From an optimization exercise on the open Yosys and OpenROAD flow, aimed at small area, a short achievable clock period and few clock cycles; shortcuts taken in it are not production practice.
Function was not checked in any run shown here: the RTL went through the layout flow alone.
Power figures rest on the tool's default switching activity, not on a simulated workload.

**design/flow/config.mk**
```make
export PLATFORM = sky130hd
export DESIGN_NAME = mdu_seq
export DESIGN_NICKNAME = mdu_seq
export VERILOG_FILES = /design/flow/design.v
export SDC_FILE = /design/flow/constraint.sdc
export NUM_CORES = 4
export LEC_CHECK = 0
export CAP_MARGIN = 20
export CORE_MARGIN = 2
export CORE_UTILIZATION = 40
export SETUP_SLACK_MARGIN = 1.5
export SLEW_MARGIN = 20
```
**design/flow/constraint.sdc**
```tcl
create_clock -name core_clock -period 6.0 [get_ports {clk}]
set_input_delay 1.2000 -clock core_clock [delete_from_list [all_inputs] [get_ports {clk}]]
set_output_delay 1.2000 -clock core_clock [all_outputs]
set_load 0.01 [all_outputs]
```
**design/flow/design.v**
```verilog
module mdu_lzc64 (
    input  logic [63:0] x,
    output logic [6:0]  cnt
);
    logic [63:0]    v0;
    logic [31:0]    v1;
    logic [31:0]    c1;
    logic [15:0]    v2;
    logic [31:0]    c2;
    logic [7:0]     v3;
    logic [23:0]    c3;
    logic [3:0]     v4;
    logic [15:0]    c4;
    logic [1:0]     v5;
    logic [9:0]     c5;
    always_comb begin
        v0 = x;
        for (int g = 0; g < 32; g++) begin
            v1[g] = v0[2*g+1] | v0[2*g];
            c1[g] = ~v0[2*g+1];
        end
        for (int g = 0; g < 16; g++) begin
            v2[g]         = v1[2*g+1] | v1[2*g];
            c2[2*g +: 2]  = v1[2*g+1] ? {1'b0, c1[2*g+1]} : {1'b1, c1[2*g]};
        end
        for (int g = 0; g < 8; g++) begin
            v3[g]         = v2[2*g+1] | v2[2*g];
            c3[3*g +: 3]  = v2[2*g+1] ? {1'b0, c2[2*(2*g+1) +: 2]} : {1'b1, c2[2*(2*g) +: 2]};
        end
        for (int g = 0; g < 4; g++) begin
            v4[g]         = v3[2*g+1] | v3[2*g];
            c4[4*g +: 4]  = v3[2*g+1] ? {1'b0, c3[3*(2*g+1) +: 3]} : {1'b1, c3[3*(2*g) +: 3]};
        end
        for (int g = 0; g < 2; g++) begin
            v5[g]         = v4[2*g+1] | v4[2*g];
            c5[5*g +: 5]  = v4[2*g+1] ? {1'b0, c4[4*(2*g+1) +: 4]} : {1'b1, c4[4*(2*g) +: 4]};
        end
        if (v5[1])      cnt = {2'b00, c5[9:5]};
        else if (v5[0]) cnt = {2'b01, c5[4:0]};
        else            cnt = 7'd64;
    end
endmodule
module mdu_neg64 (
    input  logic [63:0] x,
    input  logic        neg,
    output logic [63:0] y
);
    logic [6:0][63:0] u;
    logic [63:0]      p;
    always_comb begin
        u[0] = x;
        for (int l = 0; l < 6; l++) begin
            u[l+1] = u[l];
            for (int i = 0; i < 64; i++)
                if ((i % (2 << l)) == (2 << l) - 1) u[l+1][i] = u[l][i] | u[l][i - (1 << l)];
        end
        p = u[6];
        for (int l = 4; l >= 0; l--)
            for (int i = 0; i < 64; i++)
                if ((i % (2 << l)) == (1 << l) - 1 && i >= (2 << l)) p[i] = p[i] | p[i - (1 << l)];
        y = x ^ ({p[62:0], 1'b0} & {64{neg}});
    end
endmodule
module mdu_seq #(
    parameter int XLEN = 64
) (
    input  logic            clk,
    input  logic            rst_n,
    input  logic            req_valid,
    output logic            req_ready,
    input  logic [4:0]      req_op,
    input  logic            req_word,
    input  logic [XLEN-1:0] req_src1,
    input  logic [XLEN-1:0] req_src2,
    input  logic [4:0]      req_rd,
    input  logic            flush,
    output logic            resp_valid,
    input  logic            resp_ready,
    output logic [XLEN-1:0] resp_data,
    output logic [4:0]      resp_rd,
    output logic            busy
);
    localparam int MDU_MUL  = 0;
    localparam int MDU_DIV  = 1;
    localparam int MDU_DIVU = 2;
    localparam int MDU_REM  = 3;
    localparam int MDU_REMU = 4;
    localparam logic [1:0] IDLE = 2'd0;
    localparam logic [1:0] ALGN = 2'd1;    
    localparam logic [1:0] ITER = 2'd2;
    logic [1:0]  state_q;
    logic        resp_valid_q;
    logic        fix_q;
    logic [63:0] r0_q;       
    logic [64:0] r1_q;       
    logic [63:0] r2_q;       
    logic        bprev_q;    
    logic [5:0]  cnt_q;      
    logic        last_q;     
    logic        triv_q;     
    logic        bz_q;       
    logic        mul_q;
    logic        rem_q;
    logic        inv_q;
    logic        word_q;
    logic        s1_q;
    logic        s2_q;
    logic [4:0]  rd_q;
    logic [63:0] resp_q;
    logic [4:0]  resp_rd_q;
    logic        resp_word_q;
    logic        accept;
    logic        resp_free;
    assign resp_free  = ~fix_q & (~resp_valid_q | resp_ready);
    assign req_ready  = ~flush & ((state_q == IDLE) |
                                  ((state_q == ALGN) & triv_q & resp_free) |
                                  ((state_q == ITER) & last_q & resp_free));
    assign accept     = req_valid & req_ready;
    assign busy       = (state_q != IDLE) | resp_valid_q | fix_q;
    assign resp_valid = resp_valid_q;
    assign resp_data  = resp_q;
    assign resp_rd    = resp_rd_q;
    logic        in_sgn;
    logic        in_onehot;
    logic        in_mul;
    logic [63:0] in_ext1, in_ext2;
    logic        in_s1, in_s2;
    logic [63:0] in_m1, in_m2;
    logic        in_m1_small;    
    logic        in_m2_small;    
    logic [6:0]  in_lz1, in_lz2;
    logic [6:0]  in_lz1e;        
    logic [7:0]  in_k;
    logic        in_bz;
    logic        in_triv;
    logic        in_swap;
    always_comb begin
        in_onehot = (req_op != 5'd0) && ((req_op & (req_op - 5'd1)) == 5'd0);
        in_mul    = req_op[MDU_MUL] & in_onehot;
        in_sgn    = req_op[MDU_MUL] | req_op[MDU_DIV] | req_op[MDU_REM];
        in_ext1   = req_word ? {{32{in_sgn & req_src1[31]}}, req_src1[31:0]} : req_src1;
        in_ext2   = req_word ? {{32{in_sgn & req_src2[31]}}, req_src2[31:0]} : req_src2;
        in_s1     = in_sgn & in_ext1[63];
        in_s2     = in_sgn & in_ext2[63];
        in_m1_small = (in_ext1[63:1] == 63'd0) | (in_ext1 == 64'hFFFF_FFFF_FFFF_FFFF);
        in_m2_small = (in_ext2[63:1] == 63'd0) | (in_ext2 == 64'hFFFF_FFFF_FFFF_FFFF);
        in_bz     = (in_ext2 == 64'd0);
    end
    mdu_neg64 u_neg1 (.x(in_ext1), .neg(in_s1), .y(in_m1));
    mdu_neg64 u_neg2 (.x(in_ext2), .neg(in_s2), .y(in_m2));
    mdu_lzc64 u_lz1 (.x(in_ext1 ^ {64{in_s1}}), .cnt(in_lz1));
    mdu_lzc64 u_lz2 (.x(in_ext2 ^ {64{in_s2}}), .cnt(in_lz2));
    always_comb begin
        in_lz1e = in_lz1 - {6'd0, in_s1};
        in_k    = {1'b0, in_lz2} - {1'b0, in_lz1e};
        in_triv = ~in_mul & (~in_onehot | in_bz | in_k[7]);
        in_swap = in_lz1e > in_lz2;
    end
    logic [64:0] n_d;
    always_comb begin
        n_d = {1'b0, r2_q} << cnt_q;
    end
    logic        b0, b1;
    logic        bt_one, bt_two, bt_neg;
    logic [64:0] pp;
    logic        inv_b;
    logic [64:0] add_b;
    logic [65:0] sum;
    logic        qbit;
    always_comb begin
        b0     = r2_q[0];
        b1     = r2_q[1];
        bt_one = b0 ^ bprev_q;
        bt_two = (b1 & ~b0 & ~bprev_q) | (~b1 & b0 & bprev_q);
        bt_neg = b1 & ~(b0 & bprev_q);
        pp     = mul_q ? {1'b0, (bt_one ? r1_q[63:0] : 64'd0) | (bt_two ? {r1_q[62:0], 1'b0} : 64'd0)}
                       : r1_q;
        inv_b  = mul_q ? (bt_neg ^ s1_q ^ s2_q) : 1'b1;
        add_b  = pp ^ {65{inv_b}};
        sum    = {2'b00, r0_q} + {1'b0, add_b} + {65'd0, inv_b};
        qbit   = sum[65];
    end
    logic [63:0] div_rem, div_quo;
    logic [63:0] it_res;
    logic        it_neg;
    logic [63:0] tr_res;
    logic        tr_neg;
    logic [63:0] fix_val;
    always_comb begin
        div_rem = qbit ? sum[63:0] : r0_q;
        div_quo = {r2_q[62:0], qbit};
        it_res  = mul_q ? sum[63:0] : (rem_q ? div_rem : div_quo);
        it_neg  = ~mul_q & (rem_q ? s1_q : (s1_q ^ s2_q));
        tr_res  = inv_q ? 64'd0 : (rem_q ? r1_q[63:0] : (bz_q ? 64'hFFFF_FFFF_FFFF_FFFF : 64'd0));
        tr_neg  = ~inv_q & rem_q & s1_q;
    end
    mdu_neg64 u_negf (.x(resp_q), .neg(1'b1), .y(fix_val));
    logic        load_resp;
    logic [63:0] load_val;
    logic        load_neg;
    always_comb begin
        load_resp = 1'b0;
        load_val  = it_res;
        load_neg  = it_neg;
        if (state_q == ALGN && triv_q && resp_free) begin
            load_resp = 1'b1;
            load_val  = tr_res;
            load_neg  = tr_neg;
        end else if (state_q == ITER && last_q && resp_free) begin
            load_resp = 1'b1;
        end
    end
    always_ff @(posedge clk or negedge rst_n) begin
        if (!rst_n) begin
            state_q      <= IDLE;
            resp_valid_q <= 1'b0;
            fix_q        <= 1'b0;
        end else begin
            if (load_resp) begin
                resp_valid_q <= ~load_neg;
                fix_q        <= load_neg;
            end else if (fix_q) begin
                resp_valid_q <= 1'b1;
                fix_q        <= 1'b0;
            end else if (resp_ready) begin
                resp_valid_q <= 1'b0;
            end
            if (accept)
                state_q <= (in_mul && !in_swap) ? ITER : ALGN;
            else if (state_q == ALGN)
                state_q <= triv_q ? (resp_free ? IDLE : ALGN) : ITER;
            else if (state_q == ITER && last_q && resp_free)
                state_q <= IDLE;
            if (flush) begin
                state_q      <= IDLE;
                resp_valid_q <= 1'b0;
                fix_q        <= 1'b0;
            end
        end
    end
    always_ff @(posedge clk) begin
        if (load_resp) begin
            resp_q      <= word_q ? {{32{load_val[31]}}, load_val[31:0]} : load_val;
            resp_rd_q   <= rd_q;
            resp_word_q <= word_q;
        end else if (fix_q) begin
            resp_q      <= resp_word_q ? {{32{fix_val[31]}}, fix_val[31:0]} : fix_val;
        end
        if (accept) begin
            mul_q   <= in_mul;
            rem_q   <= req_op[MDU_REM] | req_op[MDU_REMU];
            inv_q   <= ~in_onehot;
            word_q  <= req_word;
            s1_q    <= in_s1;
            s2_q    <= in_s2;
            rd_q    <= req_rd;
            r0_q    <= 64'd0;
            r1_q    <= {1'b0, in_m1};
            r2_q    <= in_m2;
            bprev_q <= 1'b0;
            triv_q  <= in_triv;
            bz_q    <= in_bz;
            cnt_q   <= in_mul ? 6'd0 : (in_k[6] ? 6'd63 : in_k[5:0]);
            last_q  <= in_mul ? in_m2_small : (in_k[6:0] == 7'd0);
        end else if (state_q == ALGN && !triv_q) begin
            r1_q    <= n_d;
            if (mul_q) begin
                r2_q   <= r1_q[63:0];
                last_q <= (r1_q[63:1] == 63'd0);
            end else begin
                r0_q   <= r1_q[63:0];
                r2_q   <= 64'd0;
            end
        end else if (state_q == ITER && (!last_q || resp_free)) begin
            if (mul_q) begin
                r0_q    <= sum[63:0];
                r1_q    <= {r1_q[62:0], 2'b00};
                r2_q    <= {2'b00, r2_q[63:2]};
                bprev_q <= b1;
                last_q  <= (r2_q[63:3] == 61'd0);
            end else begin
                r0_q    <= div_rem;
                r1_q    <= {1'b0, r1_q[64:1]};
                r2_q    <= div_quo;
                cnt_q   <= cnt_q - 6'd1;
                last_q  <= (cnt_q == 6'd1);
            end
        end
    end
endmodule
```
**design/flow/run.sh**
```bash
#!/bin/bash
# synth_recipe.tcl (not shown) runs the flow's synth.tcl, then flattens the netlist and writes it again
# the make line also repeats each setting of config.mk as NAME=value (left out here)
make -C /OpenROAD-flow-scripts/flow DESIGN_CONFIG=/design/flow/config.mk WORK_HOME=/design/flow/orfs CLKGATE_MAP_FILE= SYNTH_SCRIPT=/design/flow/synth_recipe.tcl finish
```
==> notes.md, run 1 <==
STATUS
------------------------------------------------------------------------------------------
Outcome                                                                       complete, no violations

DIE
------------------------------------------------------------------------------------------
Full die area                                                                    84100 µm²
Cell Rows                                                                              104
Horizontal die dimension                                                            290 µm
Initial Util                                                                         40.5%
Standard cell core area                                                          80700 µm²
Count of pins on the block boundary                                                    216
Vertical die dimension                                                              290 µm

YOSYS
------------------------------------------------------------------------------------------
Most common library cells after synthesis                                     sky130_fd_sc_hd__a21oi_1, sky130_fd_sc_hd__nand2_1, sky130_fd_sc_hd__o21ai_0
Dominant cell by count in the synthesized netlist                             sky130_fd_sc_hd__a21oi_1
Post-Syn Area                                                                    32700 µm²
Count of flip-flops with a built-in enable after synthesis                             218
Post-synthesis cell type with the largest combined area                       sky130_fd_sc_hd__edfxtp_1
Area share of the leading cell type in the synthesized netlist                       20.0%
Number of synthesized register bits                                                    288
Number of synthesis warnings                                                             3
Share of synthesized registers carrying an async set or reset                        1.39%
Net count of the mapped netlist                                                       4534
Synthesized instance count                                                            4279
Post-synthesis cell type count                                                          92
Syn Area/Cell                                                                     7.64 µm²
Largest cells by area after synthesis                                         sky130_fd_sc_hd__edfxtp_1, sky130_fd_sc_hd__a21oi_1, sky130_fd_sc_hd__o21ai_0
Sequential share of the synthesized area                                             24.4%
Flip-flop cell with the highest count after synthesis                         sky130_fd_sc_hd__edfxtp_1

TIMING
------------------------------------------------------------------------------------------
Final hold viol count                                                                    0
Unrepaired setup endpoints after global routing                                       true
Max Clock Freq                                                                     189 MHz
Final setup violation count                                                              0
Total count of max-transition violations in the final report                             0
Final period utilization                                                             88.0%
WHS                                                                               0.420 ns
Setup tns final                                                                       0 ns
Final Skew                                                                       0.0326 ns
Final critical-path required period                                                5.28 ns
Slew of the pin with the lowest slew margin                                        1.34 ns
Worst max-slew margin expressed relative to the limit                                10.7%
Final setup slack of the worst path                                               0.718 ns

ROUTING
------------------------------------------------------------------------------------------
Per-cell routed wire length                                                        32.2 µm
Number of detailed-routing iterations run before antenna repair                          7
Post-route antenna net violation count                                                   0
Initial drt markers                                                                   5635
Overall routed net length                                                        186000 µm
Drt drc                                                                                  0
Via-per-instance ratio                                                                6.85
Overall via count from detail_route                                                  39510

FINAL LAYOUT
------------------------------------------------------------------------------------------
Final net count                                                                       4932
Filler Cells Inserted                                                                 7512
Relative area change from synthesis to final layout                                  35.4%
Layout cell share with drive strength beyond 1                                       25.6%

CLOCK NETWORK
------------------------------------------------------------------------------------------
Deepest level of the CTS H-tree                                                          2
Clock edge transition at the registers on the reported setup and hold paths        0.07 ns
TritonCTS clock tree                                                                 built
CTS root buf                                                                  sky130_fd_sc_hd__clkbuf_16
Clock latency on the worst-skew pair                                               0.60 ns
Maximum count of clock buffers along a single path                                       3
CTS Hold Buffers Added                                                                   0
Total clock sinks                                                                      288
TritonCTS buffer count                                                                  36

POWER
------------------------------------------------------------------------------------------
Static leakage                                                                     17.0 nW
Maximum resistive drop on vdd                                                     0.175 mV
Total power divided by cell area                                                324 nW/µm²
Post-layout total power                                                           0.0143 W

SETUP PATH
------------------------------------------------------------------------------------------
Max stage delay on crit path                                                       0.47 ns
Cells along the critical path                                                 or3b_4 -> a21oi_4 -> buf_12 -> buf_12 -> buf_8 -> buf_16 -> a22oi_2 -> xnor2_1 -> ha_2 -> buf_6 -> nand4_1 -> nor2_1 -> o21ai_1 -> nand3_1 -> a211o_4 -> a2111o_1 -> and4_1 -> o32a_1 -> buf_6 -> buf_6 -> buf_12 -> buf_16 -> a311oi_2
Start-to-end type of the worst setup path                                          reg2reg
Category of the worst setup path capture point                                    register
Kind of cell with the highest combined delay on the critical path             compound AO/OA/AOI/OAI gates
Data arrival time at the worst-slack endpoint                                      5.70 ns
CP max stage cell                                                             sky130_fd_sc_hd__edfxtp_1
Buffering stage count on the worst path with inverters included                          9
Critical path required time                                                        6.42 ns
CP Launch Type                                                                    register
Critical-path maximum fanout                                                             6

GRT
------------------------------------------------------------------------------------------
Combined global-route utilization of all metal layers                                41.3%
Pin count of the biggest net entering global routing                                   150
Gr ovfl total                                                                            0
First-pass GRT wire length                                                       258000 µm
Vias in the first global route                                                       36569
Initial antenna violation count                                                          7

PLACEMENT
------------------------------------------------------------------------------------------
DP HPWL                                                                          126000 µm
Count of input and output buffers                                                      215
Global placement routability congestion                                               1.08
Pre-CTS worst setup slack                                                        -0.497 ns

HOLD PATH
------------------------------------------------------------------------------------------
Hold crit path type                                                                reg2reg

JOB
------------------------------------------------------------------------------------------
Maxcap violations                                                                        0

[registers in the layout (all words and copies together) (netlist names)]
| signal | count |
|---|---|
| resp_word_q | 1 |
| r2_q | 64 |
| resp_rd_q | 5 |
| last_q | 1 |
| state_q | 2 |
| s2_q | 1 |
| r0_q | 64 |
| inv_q | 1 |
| cnt_q | 6 |
| bz_q | 1 |
| r1_q | 65 |
| mul_q | 1 |
| fix_q | 1 |
| rem_q | 1 |
| triv_q | 1 |
| word_q | 1 |
| resp_q | 64 |
| rd_q | 5 |
| resp_valid_q | 1 |
| s1_q | 1 |
| bprev_q | 1 |
[path summary, 6_finish.rpt]
path	cells past startpoint	slack, ns	start	end
max	23	0.72	r2_q[0]$_DFFE_PP_	resp_q[37]$_DFFE_PN_
min	0	0.42	rd_q[4]$_DFFE_PP_	resp_rd_q[4]$_DFFE_PN_
max reg2reg	23	0.72	r2_q[0]$_DFFE_PP_	resp_q[37]$_DFFE_PN_
min reg2reg	0	0.42	rd_q[4]$_DFFE_PP_	resp_rd_q[4]$_DFFE_PN_
max in group asynchronous	1	4.87	rst_n	resp_valid_q$_DFFE_PN0P_
min in group asynchronous	1	0.87	rst_n	state_q[0]$_DFFE_PN0P_
[stage by stage]
stage / util [%] / cell area [µm²] / instances
after floorplan: - / 33000 / 4279
after global placement: 46.8 / 37700 / 5497
after detailed placement: 46.8 / 37700 / 5497
after CTS: 52.2 / 42100 / 5698
after global routing: 54.9 / 44300 / 5763
final: 54.9 / 44300 / 5766
[report_power, final]
group          leakage, nW  internal [W]  switching [W]
sequential            2.65       0.00257       0.000943
combinational         13.8       0.00359        0.00494
clock                0.559       0.00126        0.00103
[routing by layer]
| layer | vias to the layer above | wire length [µm] | track usage (%) |
|---|---|---|---|
| met2 | 2995 | 76800 | 60.6 |
| met4 | 6 | 17000 | 29.3 |
| met3 | 791 | 23800 | 11.6 |
| met1 | 18769 | 68200 | 52.2 |
| met5 | - | 43 | 0 |
| li1 | 16949 | - | - |
[worst register-to-register path: cells and delay by family (launching register included)]
| kind | cells | cell delay [ns] |
|---|---|---|
| AOI/OAI and AO/OA | 7 | 1.82 |
| xor gates and xnor gates | 1 | 0.20 |
| adders and majority gates | 1 | 0.33 |
| buffers and inverters | 9 | 1.19 |
| DFF | 1 | 0.47 |
| and+or+nand+nor | 5 | 1.08 |
[area by class of cell]
cell class	instances	area, µm²	area share [%]
timing repair buffer	776	7760	17.5
multi-input combinational	3450	25600	57.8
sequential	288	7970	18.0
antenna	3	7.51	0.0170
inverter	125	469	1.06
clock buffer	43	937	2.12
clock inverter	21	224	0.506
tap	1060	1330	2.99
[cell families after synthesis]
group / count (synthesis) / synth area share [%]
AND/OR/NAND/NOR: 1282 / 18.6
flip-flops: 288 / 24.4
XOR/XNOR: 281 / 7.53
AO/OA/AOI/OAI: 1580 / 30.9
multiplexers: 193 / 7.92
buffers and inverters: 544 / 6.37
adder cells (fa/ha/maj): 111 / 4.29
[cells in the final DEF (no fill, tap or decap), drive strengths merged, types with 16 or more instances in the layout]
master / count
or3: 32
mux2i: 125
o22ai: 68
nand3: 55
xor2: 89
a22o: 16
inv: 127
nand2: 421
nor4: 76
a22oi: 157
mux4: 51
a21o: 59
a21oi: 443
a211oi: 30
nand4: 49
ha: 109
o21bai: 29
or2: 22
nor2: 349
and3: 31
a311oi: 28
edfxtp: 218
nor2b: 41
a31oi: 65
clkbuf: 55
nor3: 95
mux2: 17
clkdlybuf4s50: 205
and2: 26
o221ai: 120
dfxtp: 66
buf: 552
o21ai: 358
o21a: 21
o211ai: 29
nand2b: 33
xnor2: 192
o31ai: 22
[what timing repair did]
item	in CTS	in global routing
setup buffers	116	51
gates resized for setup	437	310
endpoints found under the setup margin	144	198
pin swaps	194	201
cloned	21	13
==> run 2: changes to the inputs <==
--- a/design/flow/config.mk
+++ b/design/flow/config.mk
@@ -8,5 +8,4 @@
 export CAP_MARGIN = 20
 export CORE_MARGIN = 2
 export CORE_UTILIZATION = 40
-export SETUP_SLACK_MARGIN = 1.5
 export SLEW_MARGIN = 20
==> run 2 against run 1 <==
Still clean. Area after synthesis is the same. Die area stayed put. Global-route usage decreased by 2.9 points. Clock power barely moved. First-iteration DRC count up 4.4%. Clock-buffer cell count rose by 4. Clock skew shrank 0.0059 ns. Combinational power down about 20%. Sequential share of layout area rose by 2.2 points. Total power decreased by 12%. Largest power group unchanged.
==> notes.md, run 2 <==
CLOCK NETWORK
------------------------------------------------------------------------------------------
TritonCTS buffer count                                                                  36   unchanged
Clock edge transition at the registers on the reported setup and hold paths        0.06 ns   was 0.07 ns
Total clock sinks                                                                      288   unchanged
Clock latency on the worst-skew pair                                               0.60 ns   about the same
Maximum count of clock buffers along a single path                                       3   unchanged
Deepest level of the CTS H-tree                                                          2   unchanged
TritonCTS clock tree                                                                 built   unchanged
CTS Hold Buffers Added                                                                   0   unchanged
CTS root buf                                                                  sky130_fd_sc_hd__clkbuf_16   unchanged

SETUP PATH
------------------------------------------------------------------------------------------
Critical path required time                                                        6.46 ns   was 6.42 ns
Category of the worst setup path capture point                                    register   unchanged
Critical-path maximum fanout                                                            13   was 6
Data arrival time at the worst-slack endpoint                                      6.29 ns   was 5.70 ns
CP Launch Type                                                                primary input   was register
CP max stage cell                                                             sky130_fd_sc_hd__clkdlybuf4s50_1   was sky130_fd_sc_hd__edfxtp_1
Start-to-end type of the worst setup path                                           in2reg   was reg2reg
Max stage delay on crit path                                                       0.41 ns   was 0.47 ns
Logic depth of the worst setup path including buffers                                   25   was 23
Buffering stage count on the worst path with inverters included                          5   was 9
Kind of cell with the highest combined delay on the critical path             compound AO/OA/AOI/OAI gates   unchanged
Count of cells along the worst register-to-register path                                20   was 23

FINAL LAYOUT
------------------------------------------------------------------------------------------
Final Core Density                                                                   48.8%   was 54.9%
Most common cell after layout, fill and taps aside                            sky130_fd_sc_hd__a21oi_1   was sky130_fd_sc_hd__buf_4
Most frequent cells in the layout                                             sky130_fd_sc_hd__a21oi_1, sky130_fd_sc_hd__nand2_1, sky130_fd_sc_hd__buf_4   was sky130_fd_sc_hd__buf_4, sky130_fd_sc_hd__nand2_1, sky130_fd_sc_hd__a21oi_1
Area of all placed cells without fillers                                         39400 µm²   was 44300 µm²
Final net count                                                                       4797   was 4932
Filler-free cell count of the finished design                                         5634   was 5766
Layout cell share with drive strength beyond 1                                       14.0%   was 25.6%
Number of flip-flops under the largest register name                                    65   unchanged
Relative area change from synthesis to final layout                                  20.4%   was 35.4%
Reg with most FFs                                                                     r1_q   unchanged

ROUTING
------------------------------------------------------------------------------------------
Drt drc                                                                                  0   unchanged
Initial drt markers                                                                   5884   was 5635
Post-route antenna net violation count                                                   0   unchanged
Overall routed net length                                                        169000 µm   was 186000 µm
Per-cell routed wire length                                                        30.0 µm   was 32.2 µm
Overall via count from detail_route                                                  37531   was 39510
Via-per-instance ratio                                                                6.66   was 6.85
Number of detailed-routing iterations run before antenna repair                          7   unchanged

DIE
------------------------------------------------------------------------------------------
Vertical die dimension                                                              290 µm   unchanged
Count of pins on the block boundary                                                    216   unchanged
Full die area                                                                    84100 µm²   unchanged
Standard cell core area                                                          80700 µm²   unchanged
Initial Util                                                                         40.5%   unchanged
Cell Rows                                                                              104   unchanged
Horizontal die dimension                                                            290 µm   unchanged

YOSYS
------------------------------------------------------------------------------------------
Post-synthesis cell type with the largest combined area                       sky130_fd_sc_hd__edfxtp_1   unchanged
Share of synthesized registers carrying an async set or reset                        1.39%   unchanged
Number of synthesis warnings                                                             3   unchanged
Flip-flop cell with the highest count after synthesis                         sky130_fd_sc_hd__edfxtp_1   unchanged
Number of synthesized register bits                                                    288   unchanged
Largest cells by area after synthesis                                         sky130_fd_sc_hd__edfxtp_1, sky130_fd_sc_hd__a21oi_1, sky130_fd_sc_hd__o21ai_0   unchanged
Post-synthesis cell type count                                                          92   unchanged
Most common library cells after synthesis                                     sky130_fd_sc_hd__a21oi_1, sky130_fd_sc_hd__nand2_1, sky130_fd_sc_hd__o21ai_0   unchanged
Post-Syn Area                                                                    32700 µm²   unchanged
Dominant cell by count in the synthesized netlist                             sky130_fd_sc_hd__a21oi_1   unchanged
Count of flip-flops with a built-in enable after synthesis                             218   unchanged
Syn Area/Cell                                                                     7.64 µm²   unchanged
Sequential share of the synthesized area                                             24.4%   unchanged
Net count of the mapped netlist                                                       4534   unchanged
Area share of the leading cell type in the synthesized netlist                       20.0%   unchanged
Synthesized instance count                                                            4279   unchanged

TIMING
------------------------------------------------------------------------------------------
Worst max-slew margin expressed relative to the limit                                22.8%   was 10.7%
Final Skew                                                                       0.0268 ns   was 0.0326 ns
WHS                                                                               0.416 ns   was 0.420 ns
Total count of max-transition violations in the final report                             0   unchanged
Final setup violation count                                                              0   unchanged
Final critical-path required period                                                5.83 ns   was 5.28 ns
Final period utilization                                                             97.1%   was 88.0%
Slew of the pin with the lowest slew margin                                        1.13 ns   was 1.34 ns
Final hold viol count                                                                    0   unchanged
Max Clock Freq                                                                     172 MHz   was 189 MHz

PLACEMENT
------------------------------------------------------------------------------------------
DP HPWL                                                                          126000 µm   about the same
Global placement routability congestion                                               1.11   was 1.08
Cell total after placement                                                            5562   was 5497
Count of input and output buffers                                                      215   unchanged
Placed instance area                                                             38100 µm²   was 37700 µm²

POWER
------------------------------------------------------------------------------------------
Share of total power in sequential cells                                             27.4%   was 24.5%
Static leakage                                                                     15.4 nW   was 17.0 nW
Post-layout total power                                                           0.0126 W   was 0.0143 W
Clock network fraction of total power                                                18.0%   was 16.0%
Cell internal power dissipation                                                  0.00657 W   was 0.00742 W
Relative contribution of combinational cells to total power                          54.6%   was 59.5%
Sw Pwr                                                                           0.00598 W   was 0.00691 W
Total power divided by cell area                                                319 nW/µm²   was 324 nW/µm²
Switching share of total power                                                       47.6%   was 48.2%
Maximum resistive drop on vdd                                                     0.196 mV   was 0.175 mV

GRT
------------------------------------------------------------------------------------------
Pin count of the biggest net entering global routing                                    85   was 150
First-pass GRT wire length                                                       241000 µm   was 258000 µm
Gr ovfl total                                                                            0   unchanged
Initial antenna violation count                                                          7   unchanged
Vias in the first global route                                                       34710   was 36569
Combined global-route utilization of all metal layers                                38.4%   was 41.3%

STATUS
------------------------------------------------------------------------------------------
Outcome                                                                       complete, no violations   unchanged

JOB
------------------------------------------------------------------------------------------
Maxcap violations                                                                        0   unchanged

HOLD PATH
------------------------------------------------------------------------------------------
Hold crit path type                                                                reg2reg   unchanged
Hold Crit Depth                                                                          0   unchanged

## run 2: cell counts after synthesis
No cell type changed its count.
## run 2: area by class of cell
type / count / area, µm²
Tap cell: 1060 / 1330
Timing Repair Buffer: 644 / 5610
Inverter: 125 / 469
Antenna cell: 4 / 10.0
Fill cell: 8027 / 41300
Multi-Input combinational cell: 3447 / 22800
Clock buffer: 47 / 972
Clock inverter: 19 / 198
Sequential cell: 288 / 7970
## run 2: cells by family (layout without fill, tap and decap cells)
group                    after synthesis  count (layout)  synth area share, %
AO/OA/AOI/OAI                       1580            1580                 30.9
AND/OR/NAND/NOR                     1282            1282                 18.6
buffers and inverters                544             835                 6.37
flip-flops                           288             288                 24.4
XOR/XNOR                             281             281                 7.53
multiplexers                         193             193                 7.92
adder cells (fa/ha/maj)              111             111                 4.29
other                                  0               4                    0
## run 2: worst reg2reg max path, cell delays in order, from the launching register on
cell and delay [ns]:
sky130_fd_sc_hd__edfxtp_1 0.57, sky130_fd_sc_hd__xor2_1 0.28, sky130_fd_sc_hd__xnor2_1 0.39, sky130_fd_sc_hd__nand2_4 0.10
sky130_fd_sc_hd__buf_12 0.24, sky130_fd_sc_hd__xnor2_1 0.26, sky130_fd_sc_hd__ha_1 0.32, sky130_fd_sc_hd__a21oi_1 0.22
sky130_fd_sc_hd__o21ai_0 0.26, sky130_fd_sc_hd__a21o_1 0.23, sky130_fd_sc_hd__a21oi_1 0.21, sky130_fd_sc_hd__nand3_1 0.21
sky130_fd_sc_hd__a2111oi_0 0.45, sky130_fd_sc_hd__buf_4 0.20, sky130_fd_sc_hd__nor2_4 0.05, sky130_fd_sc_hd__nor4_1 0.34
sky130_fd_sc_hd__buf_4 0.20, sky130_fd_sc_hd__o31a_1 0.45, sky130_fd_sc_hd__a21boi_0 0.23, sky130_fd_sc_hd__o21ai_0 0.11
sky130_fd_sc_hd__buf_4 0.17
## run 2: worst paths after layout
kind                                         from  slack (ns)                        to
worst max-delay path                    req_op[3]        0.17    state_q[1]$_DFFE_PN0P_
worst min-delay path            rd_q[4]$_DFFE_PP_        0.42    resp_rd_q[4]$_DFFE_PN_
worst max register to register     s1_q$_DFFE_PP_        0.26      resp_q[60]$_DFFE_PN_
worst min register to register  rd_q[4]$_DFFE_PP_        0.42    resp_rd_q[4]$_DFFE_PN_
max in group asynchronous                   rst_n        4.83    state_q[0]$_DFFE_PN0P_
min in group asynchronous                   rst_n        0.90  resp_valid_q$_DFFE_PN0P_
## run 2: metrics by stage
| step | TNS (ns) | setup slack (ns) |
|---|---|---|
| 3_3_place_gp | -4.47 | -0.579 |
| 4_1_cts | 0 | 0.000626 |
| 3_5_place_dp | -4.41 | -0.578 |
| 2_1_floorplan | -0.211 | -0.211 |
| 6_report | 0 | 0.174 |
| 5_1_grt | -0.00433 | -0.00433 |
## run 2: layer usage
| layer | wire length [µm] | GRT usage, % |
|---|---|---|
| met5 | 167 | 0.794 |
| met4 | 14400 | 27.1 |
| met3 | 19800 | 9.45 |
| met2 | 70000 | 56.5 |
| met1 | 64500 | 49.3 |
## run 2: repair_timing
action	CTS	global route
setup buffers	0	1
endpoints found under the setup margin	0	10
resized for setup	0	17
## run 2: power groups by stage
| stage | logic (W) | registers (W) | clock network [W] |
|---|---|---|---|
| 4_1_cts | 0.00663 | 0.00333 | 0.00226 |
| 3_3_place_gp | 0.00659 | 0.00338 | 0 |
| 3_5_place_dp | 0.00659 | 0.00337 | 0 |
| 6_report | 0.00685 | 0.00344 | 0.00226 |
| 5_1_grt | 0.00729 | 0.00339 | 0.00233 |
| 2_1_floorplan | 0.00429 | 0.00282 | 0 |

==> afterwards: timing with drivers on the ports <==
In the flow no input, the clock included, has a driving cell. The finished layouts below were timed again as built, in two steps.
Step 1 assumes that a clkbuf_16 drives the clock port and a buf_2 every other input.
Step 2 moves the port delays by t, midway between the first and last clock arrival at a register: inputs arrive t later, outputs are due t later. That takes back most of the time a late clock gives input paths.
Slacks: no drivers / after step 1 / after step 2; pairs: no drivers / after step 1.
run	t, ns	setup slack, ns	cell pins on the clock port's net
run 1	0.655	0.718 / 0.718 / 0.161	1
run 2	0.655	0.174 / 0.226 / -0.429	1
With both steps, setup timing fails in run 2, where it was met with ideal ports. For run 2, which loses most, drivers alone change the setup slack by +0.052 ns; drivers and shift together by -0.603 ns.
